From an optimization exercise on the open Yosys and OpenROAD flow, aimed at small area, a short achievable clock period and few clock cycles per item; shortcuts taken in it are not production practice.
RTL that was checked went through simulation tests only; none was proved equivalent to the original.
Power figures rest on the tool's default switching activity, not on a simulated workload.

Setup of JK:
Design alu_arbiter, start of the top module:
module alu_arbiter
#(
  parameter int WIDTH   = 32,
  parameter int MUL_LAT = 3
) (
  input  logic             clk,
  input  logic             rst_n,
  input  logic             req0_valid,
  output logic             req0_ready,
  input  logic [2:0]       req0_op,
  input  logic [WIDTH-1:0] req0_a,
  input  logic [WIDTH-1:0] req0_b,
  input  logic             req1_valid,
  output logic             req1_ready,
  input  logic [2:0]       req1_op,
  input  logic [WIDTH-1:0] req1_a,
  input  logic [WIDTH-1:0] req1_b,
  output logic             resp_valid,
  input  logic             resp_ready,
  output logic             resp_id,
  output logic [WIDTH-1:0] resp_data,
  output logic             resp_zero,
  output logic             resp_neg
);
For scale: ~1700 cells after synthesis, about 150 flip-flops, roughly 180 I/O pins.
clock: 12.5 ns
lec_check: 0
cap_margin: 20
core_margin: 2
core_utilization: 65
place_density: 0.75
slew_margin: 20
synth_hierarchical: 1
synth_minimum_keep_size: 0
standard.sh (not shown) runs the stock make flow with config.mk's settings and CLKGATE_MAP_FILE= SYNTH_SCRIPT=/design/flow/synth_recipe.tcl, a recipe that flattens the netlist after the stock synthesis.
==> flow/flow/run.sh <==
#!/bin/bash
# Layout: the standard ORFS flow (standard.sh), unchanged except for
# make-variable settings: a larger setup repair target (the SDC, clock period
# and I/O delays are untouched), plain buffers on the ports, and clock tree
# synthesis without dummy loads.
set -euo pipefail
bash standard.sh \
  SETUP_SLACK_MARGIN=6.9 \
  "BUFFER_PORTS_ARGS=-buffer_cell sky130_fd_sc_hd__buf_1" \
  "CTS_ARGS=-sink_clustering_enable -repair_clock_nets -dont_use_dummy_load" \
  finish > standard_flow.log 2>&1
JK: all stages complete, timing, DRC and antenna checks passed
Testbench counts of JK, summed over its fixed seeds: cycles 4,016, items 4,000.
Input-level comparison between MS and JK:
-- flow/flow/run.sh --
<<< JK, line 8
  SETUP_SLACK_MARGIN=6.9 \
>>> MS, line 8
  SETUP_SLACK_MARGIN=7.0 \
### Flow results
JK → MS: total power lost about 0.44%, headroom to the max-slew limit picked up an extra 2.4 points, synthesized netlist net count neither gained nor lost much. On peak fanout along the critical path: MS sits below JK. MS vs. JK: share of power burned in combinational logic has remained practically unchanged; maximum vdd ir drop went up; global routing met1 resource utilization moved up; final cycle utilization of the critical path shows a reduction of 0.73 points; final antenna diode count fell 2.
#### Input delta (AL over MS)
-- flow/flow/run.sh --
<<< MS, line 8
  SETUP_SLACK_MARGIN=7.0 \
>>> AL, line 8
  SETUP_SLACK_MARGIN=6.75 \
### Flow results
Relative to MS, the number of non-clock buffers in the layout of AL is lower by about 5%. MS has a higher utilization after layout than AL. Against MS as the reference, AL delivers a lower global-route usage. Register-to-register slack (higher): MS.

---

== run A ==
Another version of the RTL of alu_arbiter (not shown whole).
For scale: ~150 flip-flops, about 180 I/O pins, roughly 18000 um^2 of cells after synthesis.
Settings: LEC_CHECK=0, CAP_MARGIN=20, CORE_MARGIN=2, CORE_UTILIZATION=65, PLACE_DENSITY=0.75, SLEW_MARGIN=20, SYNTH_HIERARCHICAL=1, SYNTH_MINIMUM_KEEP_SIZE=0; clock period 12.5 ns.
==> flow/flow/run.sh <==
#!/bin/bash
# Layout: the standard ORFS flow (standard.sh), unchanged except for
# make-variable settings: a larger setup repair target (the SDC, clock period
# and I/O delays are untouched), plain buffers on the ports, and clock tree
# synthesis without dummy loads.
set -euo pipefail
bash standard.sh \
  SETUP_SLACK_MARGIN=6.9 \
  "BUFFER_PORTS_ARGS=-buffer_cell sky130_fd_sc_hd__buf_1" \
  "CTS_ARGS=-sink_clustering_enable -repair_clock_nets -dont_use_dummy_load" \
  finish > standard_flow.log 2>&1
Run A completed every stage of the flow, and the final layout passed the timing, DRC and antenna checks.
Testbench counts of run A, summed over its fixed seeds: cycles 4,016, items 4,000.
What run B does differently from run A at the input level:
-- flow/flow/run.sh --
<<< run A, line 6
set -euo pipefail
bash standard.sh \
  SETUP_SLACK_MARGIN=6.9 \
  "BUFFER_PORTS_ARGS=-buffer_cell sky130_fd_sc_hd__buf_1" \
  "CTS_ARGS=-sink_clustering_enable -repair_clock_nets -dont_use_dummy_load" \
>>> run B, line 6
set -euo pipefail
bash standard.sh \
  SETUP_SLACK_MARGIN=6.75 \
  "BUFFER_PORTS_ARGS=-buffer_cell sky130_fd_sc_hd__buf_1" \
  "CTS_ARGS=-sink_clustering_enable -repair_clock_nets -dont_use_dummy_load" \
==> run summary <==
- Between run A and run B, buffer count excluding the clock tree in the final layout decreased.
- Diff run A and run B: fraction of met3 tracks used by global routing higher in run A
- Final standard cell area without fillers sits lower in run B than in run A.
- Minimum clock period: run B vs run A up 29 ps
- Cell type of the slowest stage on the worst timing path: and3_1 -> run B, and3_4 -> run A

---

== T ==
alu_arbiter, a different RTL version from the one above (not shown whole).
Size in the first run: roughly 1,700 cells after synthesis, ~150 flip-flops.
Settings: LEC_CHECK=0, CAP_MARGIN=20, CORE_MARGIN=2, CORE_UTILIZATION=65, PLACE_DENSITY=0.75, SLEW_MARGIN=20, SYNTH_HIERARCHICAL=1, SYNTH_MINIMUM_KEEP_SIZE=0; clock period 12.5 ns.
==> flow/flow/run.sh <==
#!/bin/bash
# Layout: the standard ORFS flow (standard.sh), unchanged except for
# make-variable settings: a larger setup repair target (the SDC, clock period
# and I/O delays are untouched), plain buffers on the ports, and clock tree
# synthesis without dummy loads.
set -euo pipefail
bash standard.sh \
  SETUP_SLACK_MARGIN=6.75 \
  "BUFFER_PORTS_ARGS=-buffer_cell sky130_fd_sc_hd__buf_1" \
  "CTS_ARGS=-sink_clustering_enable -repair_clock_nets -dont_use_dummy_load" \
  finish > standard_flow.log 2>&1
For R, these inputs were changed with respect to T:
--- a/flow/flow/run.sh
+++ b/flow/flow/run.sh
@@ -8 +8 @@
-  SETUP_SLACK_MARGIN=6.75 \
+  SETUP_SLACK_MARGIN=7.0 \
--- outcome ---
- R -> T: post-detailed-route count of antenna-violating nets delta 0, exact match
- Post-layout total power is lower on T
- Cell area (lower): T
- Static leakage power: higher on R
- Comparing T and R, the lower fraction of met2 tracks used by global routing was measured on T.
- From R to T, number of remaining DRC errors did not move at all.
- Largest voltage drop on the vdd net (R over T): increase, about 2%
No functional check of the RTL was part of any run of this note.

---

== yarrow ==
alu_arbiter, a different RTL version from the one above (not shown whole).
For scale: ~1800 cells after synthesis, about 150 flip-flops, ~180 I/O pins, about 18000 µm² of cells after synthesis.
export LEC_CHECK = 0
export CAP_MARGIN = 20
export CORE_MARGIN = 2
export CORE_UTILIZATION = 65
export PLACE_DENSITY = 0.75
export SLEW_MARGIN = 20
export SYNTH_HIERARCHICAL = 1
export SYNTH_MINIMUM_KEEP_SIZE = 0
create_clock -name core_clock -period 12.5 [get_ports {clk}]
==> flow/flow/run.sh <==
#!/bin/bash
# Layout: the standard ORFS flow (standard.sh), unchanged except for
# make-variable settings: a larger setup repair target (the SDC, clock period
# and I/O delays are untouched), plain buffers on the ports, and clock tree
# synthesis without dummy loads.
set -euo pipefail
bash standard.sh \
  SETUP_SLACK_MARGIN=6.9 \
  "BUFFER_PORTS_ARGS=-buffer_cell sky130_fd_sc_hd__buf_1" \
  "CTS_ARGS=-sink_clustering_enable -repair_clock_nets -dont_use_dummy_load" \
  finish > standard_flow.log 2>&1
yarrow reached the final stage; the timing, DRC and antenna checks on its layout passed.
Testbench counts of yarrow, summed over its fixed seeds: cycles 4,016, items 4,000.
diff inputs: yarrow => violet
Settings: changing PLACE_DENSITY from 0.75 to 0.85; changing CORE_UTILIZATION from 65 to 75.
diff --git a/flow/flow/run.sh b/flow/flow/run.sh
--- a/flow/flow/run.sh
+++ b/flow/flow/run.sh
@@ -8 +8 @@
-  SETUP_SLACK_MARGIN=6.9 \
+  SETUP_SLACK_MARGIN=6.75 \
==> comparison <==
violet completed; timing, DRC and antenna clean
yarrow: flow completed, timing, DRC and antenna clean
From yarrow to violet the numbers moved as follows: slack of the worst reg-to-reg path went down by 0.15 ns; fraction of area in registers higher; full die area lower; via count of the first global-routing pass increased 7.0%; placed cell area moved down.
Compared with yarrow, violet ends up with less cell area.
Compared with yarrow, in violet count of instances resized after the clock tree is built dropped about 70%, final critical delay including setup and external delays climbed 0.20 ns, number of placement rows dropped about 6.6%.
Relative to yarrow, overall routing resource usage has gone up in violet.
yarrow -> violet: count of plain and timing-repair buffers decreased by a few percent
Setup changes, violet to lagoon
Settings: PLACE_DENSITY: 0.85 -> 0.75; CORE_UTILIZATION: 75 -> 65.
## What came out
- lagoon vs violet — depth of the worst register-to-register path rose 1.
- In lagoon, total power of the final layout is lower than in violet.
- Diff violet -> lagoon: detailed-route wire length on metal 1 climbed 6.8%; fmax climbed about 0.6%.
- Comparing lagoon and violet, the lower portion of the clock cycle consumed by the worst path in the final layout was measured on lagoon.
- On synthesized cell area, lagoon and violet are neck and neck.
- Between lagoon and violet, the detailed route wirelength on metal3 is higher for violet.
- Final instance area came out higher on lagoon than on violet.
- Taking violet as the reference, in lagoon minimum period implied by the final worst setup slack now smaller; via count decreased 480.
Setup changes, lagoon to sierra
Settings: PLACE_DENSITY removed (was 0.75); CORE_UTILIZATION changed from 65 to 40.
==> flow/flow/run.sh <==
#!/bin/bash
# Layout: the standard ORFS flow (standard.sh), unchanged except for
# make-variable settings: a larger setup repair target (the SDC, clock period
# and I/O delays are untouched) and plain buffers on the ports.
set -euo pipefail
MARGIN=7
bash standard.sh \
  SETUP_SLACK_MARGIN=$MARGIN \
  "BUFFER_PORTS_ARGS=-buffer_cell sky130_fd_sc_hd__buf_1" \
  finish > standard_flow.log 2>&1
Compared with lagoon, sierra improves post-route minimum period. In sierra, the total area of sequential cells came out about 0.7% above the value in lagoon. Number of global-route vias before repair (sierra vs. lagoon) increases by a few percent. | average wire per cell in the routed design | sierra vs lagoon | ≈ equal |. Compared with lagoon, sierra shows a cell count along the critical path that is 12 higher. Worst setup slack in sierra is 0.18 ns higher than in lagoon. In sierra the total area of multi-input combinational cells turned out about 2% higher than in lagoon. Comparing lagoon and sierra, worst slew margin relative to its limit is lower on lagoon. Design area grows by a few percent when moving from lagoon to sierra. NOTE power lagoon->sierra increased by more than 10%. Diff lagoon..sierra | number of nets with antenna violations after detailed routing | unchanged.
Input-level comparison between indigo and sierra:
Settings: setting PLACE_DENSITY to 0.75 for the first time; changing CORE_UTILIZATION from 40 to 65.
diff --git a/flow/flow/run.sh b/flow/flow/run.sh
--- a/flow/flow/run.sh
+++ b/flow/flow/run.sh
@@ -6 +6 @@
-MARGIN=7
+MARGIN=6.75
Findings:
Relative to sierra, routed via count divided by cell count increased by 0.72 in indigo.
indigo ends up with lower area overhead of the layout relative to synthesis than sierra does.
Min fraction of area in registers across indigo and sierra: sierra
Diff sierra -> indigo: part of the cycle the worst path needs picked up an extra 1.2 points, wire length of the first global-routing pass lost 11%, tightest hold margin neither gained nor lost much.
Between indigo and sierra, the placed cell count is lower for indigo.
Taking sierra as the reference, in indigo final critical-path required period rose by 0.16 ns; fraction of power consumed by combinational cells fell by 3.1 points.
diff inputs: indigo => raven
Settings: CTS_BUF_LIST now sky130_fd_sc_hd__clkbuf_4 sky130_fd_sc_hd__clkbuf_8 sky130_fd_sc_hd__clkbuf_16, previously not set.
[summary]
Timing, DRC, antenna: 0 failures across raven and indigo
Looking at raven and indigo, the combinational power is a wash.
| number of vias per cell | raven vs indigo | ≈ equal |
indigo -> raven: final area delta 0, exact match
Between raven and indigo, the met3 wirelength from detailed routing does not differ in any meaningful way.
| highest clock rate | indigo vs raven | ≈ equal |

what the ideal ports hide:
How much do the figures lean on ideal ports? The routed layouts below were timed once more, with nothing changed but the port constraints.
Step 1 assumes that a clkbuf_16 drives the clock port and a buf_2 every other input.
Step 2 times the ports against the registers' clock, not the clock port: input delays grow and output delays shrink by t, the midpoint of the rising clock arrivals with the driver on.
Three values: ideal, step 1, step 2; two values: the first two.
run	t, ns	setup WS [ns]	clock arrival spread, ns	cell pins on the clock port's net
JK	0.472	6.937 / 6.937 / 6.937	0.024 / 0.024	1
MS	0.467	7.029 / 6.991 / 6.991	0.031 / 0.031	1
AL	0.468	6.891 / 6.878 / 6.878	0.027 / 0.027	1
run A	0.478	6.892 / 6.869 / 6.869	0.036 / 0.036	1
run B	0.477	6.863 / 6.843 / 6.843	0.048 / 0.047	1
T	0.475	6.780 / 6.759 / 6.759	0.030 / 0.031	1
R	0.489	6.902 / 6.902 / 6.902	0.040 / 0.041	1
yarrow	0.478	6.931 / 6.857 / 6.857	0.021 / 0.022	1
violet	0.482	6.735 / 6.714 / 6.714	0.035 / 0.035	1
lagoon	0.476	6.769 / 6.747 / 6.747	0.035 / 0.035	1
sierra	0.509	6.948 / 6.911 / 6.911	0.030 / 0.030	1
indigo	0.483	6.792 / 6.770 / 6.770	0.021 / 0.021	1
raven	0.483	6.792 / 6.770 / 6.770	0.021 / 0.021	1
After both steps every run listed still meets setup and hold. For yarrow, which loses most, drivers alone change the setup slack by -0.074 ns; drivers and shift together by -0.074 ns.
